Source: an optimization exercise on an open RTL-to-GDS flow (aim: small area). Production flows keep margins and buffers that such runs may drop. Only simulation tests tie the RTL to the original design; equivalence was not proved. Power figures rest on the tool's default switching activity, not on a simulated workload.

## flow/design.v

```verilog
`timescale 1ns/100ps
`default_nettype none
package usb_ctrl_pkg;
	typedef logic [7:0] req_byte_t;
	typedef struct packed {
		req_byte_t   bm_request_type;
		req_byte_t   b_request;
		logic [15:0] w_value;
		logic [15:0] w_index;
		logic [15:0] w_length;
	} setup_pkt_t;
	typedef enum logic [1:0] {kind_standard, kind_class, kind_other} req_kind_t;
	typedef enum logic [2:0] {
		reply_none,
		reply_descr,
		reply_config,
		reply_status,
		reply_probe
	} reply_src_t;
	typedef struct packed {
		logic        start;
		reply_src_t  src;
		req_byte_t   descr_type;
		req_byte_t   descr_index;
		logic [15:0] w_length;
	} reply_req_t;
	typedef struct packed {
		req_byte_t config_value;
		logic      u1_enable;
		logic      u2_enable;
		logic      ltm_enable;
		logic      remote_wakeup;
	} dev_state_t;
	typedef struct packed {
		logic        strobe;
		logic [15:0] num;
		logic [15:0] alt;
	} intf_sel_t;
	localparam req_byte_t req_get_status        = 8'h00;
	localparam req_byte_t req_set_feature       = 8'h03;
	localparam req_byte_t req_get_descriptor    = 8'h06;
	localparam req_byte_t req_get_configuration = 8'h08;
	localparam req_byte_t req_set_configuration = 8'h09;
	localparam req_byte_t req_set_interface     = 8'h0B;
	localparam req_byte_t req_set_cur      = 8'h01;
	localparam req_byte_t req_get_cur      = 8'h81;
	localparam req_byte_t vs_probe_control = 8'h01;
	localparam req_byte_t recipient_device = 8'h00;
	localparam logic [15:0] feat_remote_wakeup = 16'd0;
	localparam logic [15:0] feat_u1_enable     = 16'd48;
	localparam logic [15:0] feat_u2_enable     = 16'd49;
	localparam logic [15:0] feat_ltm_enable    = 16'd50;
	localparam req_byte_t descr_device = 8'd1;
	localparam req_byte_t descr_config = 8'd2;
	localparam req_byte_t descr_string = 8'd3;
	localparam req_byte_t descr_bos    = 8'd15;
endpackage
`default_nettype wire
`timescale 1ns/100ps
`default_nettype none
package ep0_buf_pkg;
	typedef logic [31:0] buf_word_t;
	typedef logic [10:0] pkt_len_t;
	typedef logic [15:0] xfer_len_t;
	typedef logic [3:0]  word_idx_t;
	typedef struct packed {
		buf_word_t data;
		logic      wren;
		logic      commit;
		pkt_len_t  commit_len;
	} in_buf_t;
	typedef struct packed {
		buf_word_t data;
		pkt_len_t  len;
		logic      has_data;
	} out_buf_t;
endpackage
`default_nettype wire
`timescale 1ns/100ps
`default_nettype none
module descr_rom (
	input  wire [5:0]  sel,
	output wire [31:0] data
);
	assign data[31] = (sel[5] && sel[2] && sel[0]) || (!sel[5] && !sel[3] && sel[1] && !sel[0]) || (!sel[5] && !sel[3] && !sel[1] && sel[0]);
	assign data[30] = (!sel[3] && !sel[1] && sel[0]) || (sel[4] && sel[0]) || (sel[5] && sel[2] && sel[0]);
	assign data[29] = (!sel[3] && sel[1] && !sel[0]) || (sel[4] && sel[1]) || (sel[5] && sel[2] && sel[0]) || (!sel[5] && !sel[3] && !sel[1] && sel[0]);
	assign data[28] = (!sel[3] && sel[1] && !sel[0]) || (sel[4] && sel[0]) || (sel[4] && sel[1]) || (sel[5] && sel[2] && sel[0]) || (!sel[5] && !sel[4] && !sel[3] && !sel[2] && !sel[0]);
	assign data[27] = (sel[5] && sel[2]) || (!sel[5] && sel[3] && !sel[2] && !sel[1] && !sel[0]) || (sel[5] && sel[1] && sel[0]) || (sel[5] && !sel[3] && !sel[1] && !sel[0]) || (!sel[5] && !sel[3] && !sel[1] && sel[0]);
	assign data[26] = (sel[5] && sel[2]) || (sel[4] && sel[0]) || (sel[4] && !sel[3]) || (sel[5] && sel[3] && !sel[1] && !sel[0]) || (!sel[5] && !sel[3] && sel[1] && !sel[0]) || (!sel[5] && !sel[3] && !sel[1] && sel[0]);
	assign data[25] = (sel[4] && sel[3]) || (sel[5] && sel[3] && sel[0]) || (!sel[5] && !sel[4] && !sel[3] && !sel[2] && !sel[1]) || (sel[5] && sel[2]) || (sel[5] && !sel[3] && !sel[1] && !sel[0]);
	assign data[24] = (!sel[5] && !sel[4] && !sel[1] && sel[0]) || (!sel[4] && sel[3] && !sel[2] && !sel[1] && !sel[0]) || (sel[4] && sel[1]) || (sel[2] && sel[0]) || (sel[5] && !sel[3] && sel[0]);
	assign data[23] = 1'b0;
	assign data[22] = 1'b0;
	assign data[21] = 1'b0;
	assign data[20] = (sel[5] && sel[1] && sel[0]);
	assign data[19] = (sel[5] && sel[3] && !sel[2] && !sel[1] && !sel[0]) || (!sel[5] && !sel[4] && sel[3] && !sel[2] && sel[1] && !sel[0]);
	assign data[18] = (sel[5] && sel[3] && !sel[2] && !sel[1]) || (sel[5] && sel[2] && sel[0]) || (!sel[5] && !sel[3] && sel[1] && !sel[0]);
	assign data[17] = (sel[3] && !sel[2] && !sel[1] && !sel[0]) || (sel[5] && sel[3] && !sel[1] && sel[0]) || (sel[4] && !sel[3]) || (sel[5] && !sel[2] && !sel[1] && !sel[0]) || (!sel[5] && !sel[3] && !sel[1] && sel[0]);
	assign data[16] = (!sel[3] && !sel[1] && !sel[0]) || (sel[5] && sel[3] && !sel[2] && !sel[1]) || (sel[5] && sel[2] && sel[0]) || (!sel[3] && sel[1] && sel[0]) || (sel[4] && !sel[1] && !sel[0]) || (!sel[4] && sel[3] && !sel[2] && !sel[1] && sel[0]) || (!sel[5] && !sel[4] && sel[3] && !sel[2] && sel[1] && !sel[0]);
	assign data[15] = (!sel[5] && !sel[3] && sel[1] && !sel[0]);
	assign data[14] = (sel[5] && !sel[3] && !sel[1]) || (sel[4] && sel[3] && !sel[1]) || (!sel[5] && !sel[3] && sel[1] && !sel[0]);
	assign data[13] = (!sel[5] && !sel[4] && !sel[3] && !sel[2] && !sel[0]);
	assign data[12] = (sel[3] && !sel[2] && !sel[1] && !sel[0]) || (sel[5] && sel[3] && !sel[2] && !sel[1]) || (!sel[5] && !sel[3] && sel[1] && !sel[0]);
	assign data[11] = (sel[4] && !sel[3]) || (sel[5] && !sel[3] && sel[0]) || (!sel[5] && sel[3] && sel[1] && sel[0]) || (!sel[5] && !sel[4] && sel[3] && !sel[2] && !sel[1] && !sel[0]);
	assign data[10] = (!sel[5] && !sel[4] && sel[3] && !sel[2] && sel[1]) || (sel[5] && !sel[3] && sel[0]) || (sel[4] && sel[3] && !sel[1] && !sel[0]) || (!sel[5] && sel[3] && sel[2] && !sel[1] && !sel[0]) || (sel[5] && sel[3] && !sel[2] && !sel[1] && !sel[0]);
	assign data[9] = (sel[3] && sel[1] && sel[0]) || (sel[5] && !sel[2] && !sel[1] && !sel[0]) || (sel[4] && sel[0]) || (!sel[5] && sel[3] && sel[2] && !sel[1] && !sel[0]);
	assign data[8] = (sel[4] && !sel[1]) || (!sel[3] && sel[0]) || (!sel[5] && sel[3] && sel[2] && !sel[1]) || (sel[5] && !sel[3] && !sel[1]) || (sel[5] && sel[2] && !sel[0]) || (sel[5] && sel[1] && sel[0]) || (!sel[5] && !sel[3] && sel[1]) || (!sel[5] && sel[3] && !sel[1] && !sel[0]);
	assign data[7] = (!sel[5] && !sel[4] && sel[3] && !sel[2] && !sel[1] && sel[0]);
	assign data[6] = (!sel[5] && !sel[4] && sel[3] && !sel[2] && !sel[1] && sel[0]);
	assign data[5] = (!sel[5] && sel[3] && sel[2] && !sel[1] && !sel[0]);
	assign data[4] = 1'b0;
	assign data[3] = (sel[5] && sel[2] && !sel[0]) || (!sel[5] && !sel[3] && !sel[1] && sel[0]);
	assign data[2] = (sel[4] && !sel[3]) || (!sel[5] && sel[3] && sel[2] && !sel[1] && !sel[0]);
	assign data[1] = (!sel[3] && sel[1] && sel[0]) || (sel[5] && sel[2] && !sel[0]) || (sel[5] && sel[3] && !sel[2] && !sel[1] && sel[0]) || (!sel[5] && !sel[4] && !sel[3] && !sel[2] && !sel[1] && !sel[0]);
	assign data[0] = (!sel[5] && !sel[4] && !sel[3] && !sel[2] && !sel[1]) || (!sel[5] && sel[3] && sel[1] && sel[0]);
endmodule
`default_nettype wire
`timescale 1ns/100ps
`default_nettype none
module usb_ep0_ctrl (
	input  wire        clk,
	input  wire        rst_n,
	input  wire        request_active,
	input  wire [7:0]  setup_bm_request_type,
	input  wire [7:0]  setup_b_request,
	input  wire [15:0] setup_w_value,
	input  wire [15:0] setup_w_index,
	input  wire [15:0] setup_w_length,
	input  wire        in_ready,
	output wire [31:0] in_data,
	output wire        in_wren,
	output wire        in_commit,
	output wire [10:0] in_commit_len,
	input  wire [31:0] out_data,
	input  wire [10:0] out_len,
	input  wire        out_has_data,
	output wire        out_rden,
	output wire        out_ack,
	output logic [7:0] current_config_value,
	output logic       intf_strobe,
	output logic [15:0] intf_num,
	output logic [15:0] intf_alt
);
	localparam logic [1:0] src_descr = 2'd0;
	localparam logic [1:0] src_config = 2'd1;
	localparam logic [1:0] src_status = 2'd2;
	localparam logic [1:0] src_probe = 2'd3;
	wire is_std = setup_bm_request_type[6:5] == 2'b00;
	wire is_class = setup_bm_request_type[6:5] == 2'b01;
	wire probe_ctl = setup_w_value[15:8] == 8'h01;
	wire [7:0] breq = setup_b_request;
	logic       u1_enable, u2_enable, ltm_enable, remote_wakeup;
	logic       probe_arm;
	logic       has_src;
	logic [1:0] src_c;
	logic [5:0] nat_len;
	logic [2:0] base_c;
	always_comb begin
		has_src = 1'b0;
		src_c = src_descr;
		nat_len = '0;
		base_c = '0;
		if (is_std && breq == 8'h06) begin
			has_src = 1'b1;
			src_c = src_descr;
			case (setup_w_value[15:8])
				8'd1: begin base_c = 3'd0; nat_len = 6'(16'd18); end
				8'd2: begin base_c = 3'd1; nat_len = 6'(16'd25); end
				8'd3: begin
					case (setup_w_value[7:0])
						8'd0: begin base_c = 3'd2; nat_len = 6'(16'd4); end
						8'd1: begin base_c = 3'd3; nat_len = 6'(16'd10); end
						8'd2: begin base_c = 3'd4; nat_len = 6'(16'd10); end
						default: ;
					endcase
				end
				8'd15: begin base_c = 3'd5; nat_len = 6'(16'd22); end
				default: ;
			endcase
		end else if (is_std && breq == 8'h08) begin
			has_src = 1'b1;
			src_c = src_config;
			nat_len = 6'd1;
		end else if (is_std && breq == 8'h00) begin
			has_src = 1'b1;
			src_c = src_status;
			nat_len = 6'd2;
		end else if (is_class && probe_ctl && breq == 8'h81) begin
			has_src = 1'b1;
			src_c = src_probe;
			nat_len = 6'(16'd34);
		end
	end
	wire [5:0] clamp_c = (setup_w_length < 16'(nat_len)) ? setup_w_length[5:0] : nat_len;
	wire       go_c = request_active && has_src && clamp_c != '0;
	always_ff @(posedge clk or negedge rst_n) begin
		if (!rst_n) begin
			current_config_value <= '0;
			u1_enable <= 1'b0;
			u2_enable <= 1'b0;
			ltm_enable <= 1'b0;
			remote_wakeup <= 1'b0;
			intf_strobe <= 1'b0;
			intf_num <= '0;
			intf_alt <= '0;
			probe_arm <= 1'b0;
		end else begin
			intf_strobe <= 1'b0;
			probe_arm <= 1'b0;
			if (request_active) begin
				if (is_std && breq == 8'h09)
					current_config_value <= setup_w_value[7:0];
				if (is_std && breq == 8'h0B) begin
					intf_strobe <= 1'b1;
					intf_num <= setup_w_index;
					intf_alt <= setup_w_value;
				end
				if (is_std && breq == 8'h03 && setup_w_index[7:0] == 8'h00) begin
					case (setup_w_value)
						16'd48: u1_enable <= 1'b1;
						16'd49: u2_enable <= 1'b1;
						16'd50: ltm_enable <= 1'b1;
						16'd0: remote_wakeup <= setup_w_index[9];
						default: ;
					endcase
				end
				probe_arm <= is_class && probe_ctl && breq == 8'h01;
			end
		end
	end
	typedef enum logic [1:0] {st_idle, st_fetch, st_write, st_commit} state_t;
	state_t     state;
	logic       pend;       
	logic [1:0] src_q;
	logic [2:0] base_q;
	logic [5:0] remain;     
	logic [3:0] ptr;        
	wire wr_fire = state == st_write && in_ready;
	wire pkt_last = ptr[1:0] == 2'd3 || {2'b00, ptr[1:0], 2'b00} + 6'd4 >= remain;
	wire reply_done = remain <= 6'd16;
	wire idle_nxt = (state == st_idle && !pend) || (state == st_commit && reply_done);
	wire accept = go_c && idle_nxt;
	always_ff @(posedge clk or negedge rst_n) begin
		if (!rst_n) begin
			state <= st_idle;
			pend <= 1'b0;
		end else begin
			pend <= accept;
			case (state)
				st_idle: if (pend) state <= st_fetch;
				st_fetch: state <= st_write;
				st_write: if (wr_fire && pkt_last) state <= st_commit;
				st_commit: state <= reply_done ? st_idle : st_fetch;
				default: state <= st_idle;
			endcase
		end
	end
	always_ff @(posedge clk) begin
		if (accept) begin
			src_q <= src_c;
			base_q <= base_c;
			remain <= clamp_c;
		end else if (state == st_commit) begin
			remain[5:4] <= remain[5:4] - 2'd1;
		end
		if (pend)
			ptr <= '0;
		else if (wr_fire)
			ptr <= ptr + 4'd1;
	end
	logic [31:0] rom_data;
	logic [31:0] probe_word;
	descr_rom u_rom (
		.sel ({base_q, ptr[2:0]}),
		.data (rom_data)
	);
	wire sel_descr = src_q == src_descr;
	wire sel_probe = src_q == src_probe;
	always_comb begin
		in_data_c = sel_descr ? rom_data : '0;
		in_data_c = in_data_c | probe_word;
		if (src_q == src_config)
			in_data_c[31:24] = in_data_c[31:24] | current_config_value;
		if (src_q == src_status)
			in_data_c[31:24] = in_data_c[31:24] | {3'b000, ltm_enable, u2_enable, u1_enable,
				remote_wakeup, 1'b1};
	end
	logic [31:0] in_data_c;
	assign in_data = in_data_c;
	assign in_wren = wr_fire;
	assign in_commit = state == st_commit;
	assign in_commit_len = {6'd0, (remain > 6'd16) ? 5'd16 : remain[4:0]};
	logic       busy;
	logic [8:0] cnt;
	logic       p;
	logic       word_valid;
	logic [3:0] word_idx;
	wire len_wrap = out_len[10:2] == 9'h1FF && out_len[1:0] != 2'b00;
	assign out_rden = busy && (cnt != '0 || p);
	assign out_ack = busy && cnt == '0 && !p;
	always_ff @(posedge clk or negedge rst_n) begin
		if (!rst_n)
			busy <= 1'b0;
		else if (!busy)
			busy <= out_has_data;
		else if (!out_rden)
			busy <= 1'b0;
	end
	always_ff @(posedge clk) begin
		word_valid <= out_rden;
		if (!busy) begin
			cnt <= len_wrap ? 9'd0 : out_len[10:2];
			p <= out_len[1:0] != 2'b00 && !len_wrap;
		end else if (out_rden) begin
			if (p)
				p <= 1'b0;
			else
				cnt <= cnt - 9'd1;
		end
		if (!busy)
			word_idx <= '0;
		else if (word_valid)
			word_idx <= word_idx + 4'd1;
	end
	logic       armed;
	logic       commit_q, commit_q2;
	logic       cur_valid;
	logic [9:0][31:0] sr;
	logic [8:0][31:0] cur;
	logic [8:0][31:0] rst_blk;
	assign rst_blk = {32'h0000_0000, 32'h7307_0000, 32'h0000_4059,
		32'h9900_D049, 32'h0000_00C6, 32'h0000_0000,
		32'h0000_0000, 32'h2A2C_0A00, 32'h0000_0101};
	always_ff @(posedge clk)
		sr <= {sr[8:0], out_data};
	always_ff @(posedge clk or negedge rst_n) begin
		if (!rst_n) begin
			armed <= 1'b0;
			commit_q <= 1'b0;
			commit_q2 <= 1'b0;
			cur_valid <= 1'b0;
		end else begin
			commit_q <= 1'b0;
			commit_q2 <= commit_q;
			if (probe_arm) begin
				armed <= 1'b1;
			end else if (armed && word_valid && word_idx == 4'd8) begin
				armed <= 1'b0;
				commit_q <= 1'b1;
			end
			if (commit_q2)
				cur_valid <= 1'b1;
		end
	end
	always_ff @(posedge clk)
		if (commit_q2)
			cur <= {sr[1], sr[2], sr[3], sr[4], sr[5], sr[6], sr[7], sr[8], sr[9]};
	always_comb begin
		probe_word = '0;
		for (int k = 0; k < 9; k++)
			if (sel_probe && cur_valid && (k == 8 ? ptr[3] : (!ptr[3] && ptr[2:0] == 3'(k))))
				probe_word = probe_word | cur[k];
		if (sel_probe && !cur_valid)
			probe_word = ptr[3] ? rst_blk[8] : rst_blk[ptr[2:0]];
	end
endmodule
`default_nettype wire
```

## flow/flow/run.sh

```bash
#!/bin/bash
# The standard layout, with the port buffers made from the smallest
# buffer cell and a clock tree without dummy balancing loads.
set -euo pipefail
export BUFFER_PORTS_ARGS="-buffer_cell sky130_fd_sc_hd__buf_1"
export CTS_ARGS="-sink_clustering_enable -repair_clock_nets -dont_use_dummy_load -buf_list sky130_fd_sc_hd__clkbuf_8 -sink_clustering_size 20 -sink_clustering_max_diameter 50"
bash standard.sh > standard.log 2>&1
```

## flow/standard.sh

```bash
#!/bin/bash
# synth_recipe.tcl (not shown) runs the flow's synth.tcl, then flattens the netlist and writes it again
# the make line also repeats each setting of config.mk as NAME=value (left out here)
make -C /OpenROAD-flow-scripts/flow DESIGN_CONFIG=/design/flow/config.mk WORK_HOME=/design/flow/orfs CLKGATE_MAP_FILE= SYNTH_SCRIPT=/design/flow/synth_recipe.tcl "${@:-finish}"
```

## flow/config.mk

```make
export PLATFORM = sky130hd
export DESIGN_NAME = usb_ep0_ctrl
export DESIGN_NICKNAME = usb_ep0_ctrl
export VERILOG_FILES = /design/flow/design.v
export SDC_FILE = /design/flow/constraint.sdc
export NUM_CORES = 4
export LEC_CHECK = 0
export CAP_MARGIN = 0
export CORE_MARGIN = 2
export CORE_UTILIZATION = 65
export GPL_ROUTABILITY_DRIVEN = 0
export GPL_TIMING_DRIVEN = 0
export PLACE_DENSITY = 0.75
export SLEW_MARGIN = 0
```

## flow/constraint.sdc

```tcl
create_clock -name core_clock -period 10.0 [get_ports {clk}]
set_input_delay 2.0000 -clock core_clock [delete_from_list [all_inputs] [get_ports {clk}]]
set_output_delay 2.0000 -clock core_clock [all_outputs]
set_load 0.01 [all_outputs]
```

==> results.json, run 1 <==
{
  "syn_area_sq_um": 21800,
  "cp_num_buf_inv": 6,
  "synthArstFlopShare": 0.0780,
  "drc": 0,
  "yosys_warnings": 1,
  "start_util": 0.656,
  "fin_crit_sh": 0.659,
  "status": "finished with violations",
  "root_buffer": "clkbuf_8",
  "hold_viol": 0,
  "slowest_stage": "clkbuf_1",
  "ctsResizeCount": 0,
  "leakagePower_nw": 8.83,
  "grt_pass1_wl_mm": 69.5,
  "grt_max_degree": 71,
  "path_max_fanout": 11,
  "fmax_mhz": 152,
  "setup_viol": 0,
  "die-area_sq_um": 35100,
  "cts_max_path_buffers": 3,
  "max_stage_delay_ns": 0.50,
  "ant_nets": 0,
  "min_path_type": "reg -> reg",
  "io_pins": 200,
  "num_vias": 12600,
  "so_faults": "capacitance limit, slew limit",
  "dieWidth_um": 187,
  "post-place-ws_ns": 4.12,
  "synth_seq_area_share": 0.788,
  "worst_slack_ns": 3.41,
  "cp.required_ns": 8.00,
  "grtUsageTotal": 0.261,
  "syn_avg_cell_area_sq_um": 15.0,
  "coreArea_sq_um": 33300,
  "powerDensity_nw_per_um2": 206,
  "maxSlewViolCount": 11,
  "drive_gt1_frac": 0.0541,
  "synth_edf_count": 309,
  "clk_pin_slew_ns": 0.11,
  "setup.worst_path.class": "reg -> out",
  "clock_sinks": 692,
  "synth-main-ff-cell": "dfxtp_1",
  "irDropWorstVdd_mv": 0.155,
  "routed_via_density": 5.88,
  "rsz0062_at_grt": "false",
  "synth_seq_cells": 692,
  "cts-buffers-inserted": 44,
  "clock_latency_ns": 0.61,
  "relSlewSlack": -0.0155,
  "setup_tns_ns": 0,
  "dr.pass1.iters": 8,
  "worstPathArrival_ns": 4.59,
  "std_cell_rows": 67,
  "endpoint_kind": "output pin",
  "synth_cell_types": 73,
  "critPathLaunchType": "register",
  "syn_to_final_growth_pct": 9.41,
  "tritoncts": "yes",
  "dp_hpwl_mm": 31.3,
  "cap_violations": 1,
  "cpLargestDelayFamily": "buffers and inverters",
  "antenna_found_initial": 0,
  "final_net_count": 1839,
  "chipHeight_um": 187,
  "cts_setup_buffers": 0,
  "first_iter_violations": 1637,
  "grt_pass1_vias": 12300,
  "n_antenna_cell": 0,
  "path_common_cell": "clkbuf_1",
  "wl_mm": 45.8,
  "layout_common_cells": "dfxtp_1, edfxtp_1, buf_1, nand2_1, nor2_1",
  "final_common_cell": "dfxtp_1",
  "hold_buffers": 0,
  "wl_per_cell_um": 21.3,
  "synthCells": 1459,
  "grt-ovfl-total": 0,
  "skew_ns": 0.0364,
  "min_period_ns": 6.59,
  "io_buffers": 187,
  "worstMarginPinSlew_ns": 1.51,
  "crit_path_cell_trace": "clkbuf_1 > clkinv_1 > ha_1 > and3_1 > clkbuf_1 > clkbuf_1 > clkbuf_1 > a222oi_1 > nand3_1 > buf_1",
  "htree_levels": 2
}
-- power by group --
| part | leakage [nW] | internal [mW] | switching [mW] |
|---|---|---|---|
| clock network | 0.316 | 0.398 | 0.758 |
| logic | 2.18 | 0.220 | 0.388 |
| registers | 6.33 | 3.08 | 0.0782 |
| total | 8.83 | 3.70 | 1.22 |
-- cell usage after synthesis (all sizes together) (2+ instances only) --
cell type | count | area share
and2 | 11 | 0.0033
nand3 | 39 | 0.0095
xnor2 | 8 | 0.0032
o221ai | 2 | 0.0011
nor4 | 11 | 0.0048
clkbuf | 48 | 0.0082
nor2 | 56 | 0.0096
buf | 17 | 0.0041
inv | 28 | 0.0048
a221oi | 30 | 0.012
nor2b | 9 | 0.0026
nor3 | 19 | 0.0049
dfxtp | 329 | 0.30
nor4bb | 2 | 0.00092
a22o | 14 | 0.0056
nand4 | 21 | 0.0067
or2 | 5 | 0.0014
edfxtp | 309 | 0.42
a222oi | 44 | 0.020
a31oi | 4 | 0.0011
a22oi | 30 | 0.010
mux2 | 9 | 0.0046
a21oi | 31 | 0.0071
and3 | 17 | 0.0049
o22ai | 3 | 0.00086
a2111oi | 2 | 0.00080
o21ai | 46 | 0.011
dfrtp | 54 | 0.062
or3 | 3 | 0.00086
o21a | 3 | 0.0010
and4 | 2 | 0.00080
ha | 24 | 0.014
nand2b | 3 | 0.00086
mux2i | 3 | 0.0014
nand2 | 168 | 0.029
a221o | 4 | 0.0018
o2111ai | 2 | 0.00080
or4 | 2 | 0.00086
nor3b | 6 | 0.0023
xor2 | 5 | 0.0020
o31ai | 3 | 0.0013
a21o | 8 | 0.0028
o211ai | 2 | 0.00069
clkinv | 2 | 0.00034
a211oi | 7 | 0.0026
-- cells by family after synthesis --
| kind of cell | after synthesis | share of synthesized area |
|---|---|---|
| AO/OA/AOI/OAI | 245 | 0.0849 |
| other | 1 | 0.000172 |
| adder cells (fa/ha/maj) | 24 | 0.0137 |
| buffers and inverters | 95 | 0.0175 |
| AND/OR/NAND/NOR | 377 | 0.0843 |
| multiplexers | 12 | 0.00601 |
| XOR/XNOR | 13 | 0.00521 |
| flip-flops | 692 | 0.788 |
-- layer usage --
layer / global-route usage / wire length (um)
met1: 0.363 / 19000
met2: 0.418 / 21300
met3: 0.0454 / 3820
met4: 0.0958 / 1640
met5: 0 / 0
-- worst register-to-register path, cell delays in order, from the launching register on --
cell and delay [ns]:
dfxtp_1 0.49, clkbuf_1 0.40, clkinv_1 0.49, ha_1 0.59
ha_1 0.34, o21a_1 0.11, o21ai_0 0.07, a2111oi_0 0.55
nor2_1 0.14, a2111oi_0 0.42, a21oi_1 0.08
-- per-stage QoR --
| stage | hold WS (ns) | instances | power [mW] | utilization | area [sq um] |
|---|---|---|---|---|---|
| finish | 0.315 | 2149 | 4.92 | 0.718 | 23900 |
| global route | 0.327 | 2149 | 5.12 | 0.718 | 23900 |
| CTS | 0.314 | 2149 | 4.94 | 0.718 | 23900 |
| detailed placement | 0.312 | 2105 | 3.82 | 0.700 | 23300 |
| global placement | 0.310 | 2099 | 3.80 | 0.695 | 23100 |
| floorplan | 0.310 | 1464 | 3.58 | - | 21900 |
-- state kept, by name (all words and copies together) (netlist names), 6 cells and up --
signal	flops
intf_alt	16
sr	320
current_config_value	8
remain	6
cur	288
cnt	9
intf_num	16
-- final cells by class --
class,instances,area (sq um)
Multi-Input combinational cell,677,4270
Sequential cell,692,17200
Clock buffer,44,606
Inverter,30,113
Buffer,65,270
Fill cell,2222,9380
Timing Repair Buffer,193,861
Tap cell,448,561
-- path summary, 6_finish.rpt --
kind	from	endpoint	slack (ns)	depth (start not counted)
worst max register to register	ptr[0]$_SDFFE_PP0P_	state[0]$_DFFE_PN0P_	6.22	10
min in group asynchronous	rst_n	state[1]$_DFFE_PN0P_	1.30	1
worst min register to register	sr[142]$_DFF_P_	sr[174]$_DFF_P_	0.32	0
worst min-delay path	sr[142]$_DFF_P_	sr[174]$_DFF_P_	0.32	0
worst max-delay path	ptr[0]$_SDFFE_PP0P_	in_data[28]	3.41	10
max in group asynchronous	rst_n	intf_alt[15]$_DFFE_PN0P_	8.11	2
==> run 2, diff against run 1 <==
--- a/flow/config.mk
+++ b/flow/config.mk
@@ -10,4 +10,2 @@
 export CORE_UTILIZATION = 65
-export GPL_ROUTABILITY_DRIVEN = 0
-export GPL_TIMING_DRIVEN = 0
 export PLACE_DENSITY = 0.75
==> results.json, run 2 <==
{
  "r2r_cells": 9,
  "utilization": 0.710,
  "dieWidth_um": 187,
  "dp_hpwl_mm": 26.9,
  "p_int_mw": 3.72,
  "worstPathArrival_ns": 4.07,
  "powerDensity_nw_per_um2": 209,
  "fill_cells": 2197,
  "path_max_fanout": 29,
  "coreArea_sq_um": 33300,
  "grtUsageTotal": 0.242,
  "worstReg2RegStart": "ptr[1]$_SDFFE_PP0P_",
  "drive_gt1_frac": 0.0600,
  "layout_common_cells": "dfxtp_1, edfxtp_1, buf_1, nand2_1, nor2_1",
  "synth_common_cells": "dfxtp_1, edfxtp_1, nand2_1, nor2_1, dfrtp_1",
  "crit_start": "ptr[1]$_SDFFE_PP0P_",
  "cpLargestDelayFamily": "compound AO/OA/AOI/OAI gates",
  "clk_pin_slew_ns": 0.11,
  "swShare": 0.246,
  "synthCells": 1459,
  "comb_power_share": 0.116,
  "first_iter_violations": 1369,
  "ctsResizeCount": 0,
  "synth_seq_cells": 692,
  "cp.required_ns": 8.00,
  "grt-ovfl-total": 0,
  "hold_viol": 0,
  "n_antenna_cell": 0,
  "crit_cells": 8,
  "tritoncts": "yes",
  "relSlewSlack": 0.163,
  "wl_per_cell_um": 20.1,
  "largestRegisters": "sr: 320 flops, cur: 288 flops",
  "maxSlewViolCount": 0,
  "yosys_warnings": 1,
  "root_buffer": "clkbuf_8",
  "cts-buffers-inserted": 47,
  "min_path_type": "reg -> reg",
  "htree_levels": 2,
  "synth_seq_area_share": 0.788,
  "grt_pass1_vias": 11900,
  "synth.top_cell.area_share": 0.425,
  "cts_setup_buffers": 0,
  "yosys-top-cells-area": "edfxtp_1, dfxtp_1, dfrtp_1",
  "max_stage_delay_ns": 0.93,
  "drc": 0,
  "die-area_sq_um": 35100,
  "rsz0062_at_grt": "false",
  "fmax_mhz": 165,
  "slowest_stage": "dfxtp_1",
  "setup_tns_ns": 0,
  "dr.pass1.iters": 6,
  "synth_cell_types": 73,
  "fin_crit_sh": 0.607,
  "synth_largest_area_cell": "edfxtp_1",
  "yosysMostFrequentCell": "dfxtp_1",
  "hold_buffers": 0,
  "worstMarginPinSlew_ns": 1.24,
  "endpoint": "in_data[29]",
  "crit_path_cell_trace": "inv_1 > ha_1 > nor2b_1 > o21ai_0 > nand2_1 > a211oi_1 > nand3_1 > buf_1",
  "setup_viol": 0,
  "gp_congestion": 0.858,
  "setup.worst_path.class": "reg -> out",
  "leakagePower_nw": 8.75,
  "start_util": 0.656,
  "grt_max_degree": 82,
  "syn_to_final_growth_pct": 8.20,
  "wl_mm": 42.2,
  "io_buffers": 187,
  "final_common_cell": "dfxtp_1",
  "clock_latency_ns": 0.59,
  "num_vias": 12200,
  "synthArstFlopShare": 0.0780,
  "min_period_ns": 6.07,
  "antenna_found_initial": 0,
  "syn_area_sq_um": 21800,
  "io_pins": 200,
  "p_seq_frac": 0.645,
  "largest_reg_flops": 320,
  "cp_num_buf_inv": 2,
  "cts_max_path_buffers": 3,
  "critPathLaunchType": "register",
  "reg2reg_to": "state[0]$_DFFE_PN0P_",
  "synth-main-ff-cell": "dfxtp_1",
  "synth_edf_count": 309,
  "irDropWorstVdd_mv": 0.188,
  "rrSetupSlack_ns": 6.49,
  "p_clk_frac": 0.239,
  "status": "finished clean",
  "power_switching_mw": 1.21,
  "skew_ns": 0.0538,
  "endpoint_kind": "output pin",
  "std_cell_rows": 67,
  "ant_nets": 0,
  "syn_avg_cell_area_sq_um": 15.0,
  "routed_via_density": 5.84,
  "chipHeight_um": 187,
  "final_net_count": 1787,
  "cap_violations": 0,
  "grt_pass1_wl_mm": 65.3,
  "clock_sinks": 692,
  "regMostFlops": "sr"
}
run 2: cell counts after synthesis:
No cell type changed its count.
run 2: how the worst min path moves through the flow:
stage / from / to / slack, ns / depth (start not counted)
finish: sr[157]$_DFF_P_ / sr[189]$_DFF_P_ / 0.28 / 0
global route: sr[174]$_DFF_P_ / sr[206]$_DFF_P_ / 0.30 / 0
detailed placement: sr[11]$_DFF_P_ / sr[43]$_DFF_P_ / 0.31 / 0
floorplan: sr[0]$_DFF_P_ / sr[32]$_DFF_P_ / 0.31 / 0
CTS: sr[157]$_DFF_P_ / sr[189]$_DFF_P_ / 0.29 / 0
global placement: sr[6]$_DFF_P_ / sr[38]$_DFF_P_ / 0.31 / 0
run 2: kinds of logic after synthesis:
kind of cell    Yosys count  share of synthesized area
fa+ha+maj                24                     0.0137
buf+inv                  95                     0.0175
compound gates          245                     0.0849
xor+xnor                 13                    0.00521
flops                   692                      0.788
simple gates            377                     0.0843
other cells               1                   0.000172
mux                      12                    0.00601
run 2: power groups by stage:
stage / sequential [mW] / clock, mW / combinational, mW
5_1_grt: 3.19 / 1.31 / 0.633
3_5_place_dp: 3.24 / 0 / 0.569
2_1_floorplan: 3.20 / 0 / 0.385
4_1_cts: 3.18 / 1.21 / 0.573
6_report: 3.18 / 1.18 / 0.573
3_3_place_gp: 3.23 / 0 / 0.555
run 2: final cells by class:
type                       instances  area [sq um]  area share
timing repair buffer             203           823      0.0348
clock buffer                      47           647      0.0274
multi-input combinational        677          4270       0.181
inverter                          30           113     0.00476
tap                              448           561      0.0237
sequential                       692         17200       0.729
run 2: metal layers:
metal,part of all wire,vias up,wire [um],track usage
li1,-,5744,-,-
met1,0.43,5959,18100,0.341
met2,0.47,455,19900,0.391
met3,0.074,86,3130,0.0437
met5,0,-,0,0
met4,0.025,0,1040,0.0714
run 2: through the flow:
| step | total power [mW] | instance area [sq um] | hold WS [ns] | worst slack [ns] | cells |
|---|---|---|---|---|---|
| floorplan | 3.58 | 21900 | 0.310 | 3.12 | 1464 |
| global placement | 3.79 | 23000 | 0.311 | 4.46 | 2050 |
| detailed placement | 3.81 | 23000 | 0.312 | 4.41 | 2050 |
| CTS | 4.96 | 23600 | 0.291 | 3.94 | 2097 |
| global route | 5.14 | 23600 | 0.298 | 3.79 | 2097 |
| finish | 4.93 | 23600 | 0.284 | 3.93 | 2097 |

==> port drivers added, routing unchanged <==
In the flow no input, the clock included, has a driving cell. The finished layouts below were timed again as built, in two steps. Step 1 (the two cells are an assumption about what drives the block):
set clk [get_ports {clk}]
set_driving_cell -lib_cell sky130_fd_sc_hd__clkbuf_16 $clk
set_driving_cell -lib_cell sky130_fd_sc_hd__buf_2 [delete_from_list [all_inputs] $clk]
Step 2, shift: input delay + t, output delay - t, t = (earliest + latest rising clock arrival at the registers) / 2. This alone moves slack from input paths to output paths. Three values: no drivers, after step 1, after step 2; two values: the first two.
run | shift t [ns] | setup WS [ns] | hold WS [ns]
run 1 | 0.634 | 3.413 / 3.365 / 3.999 | 0.315 / 0.315 / 0.315
run 2 | 0.623 | 3.933 / 3.883 / 4.234 | 0.284 / 0.284 / 0.284
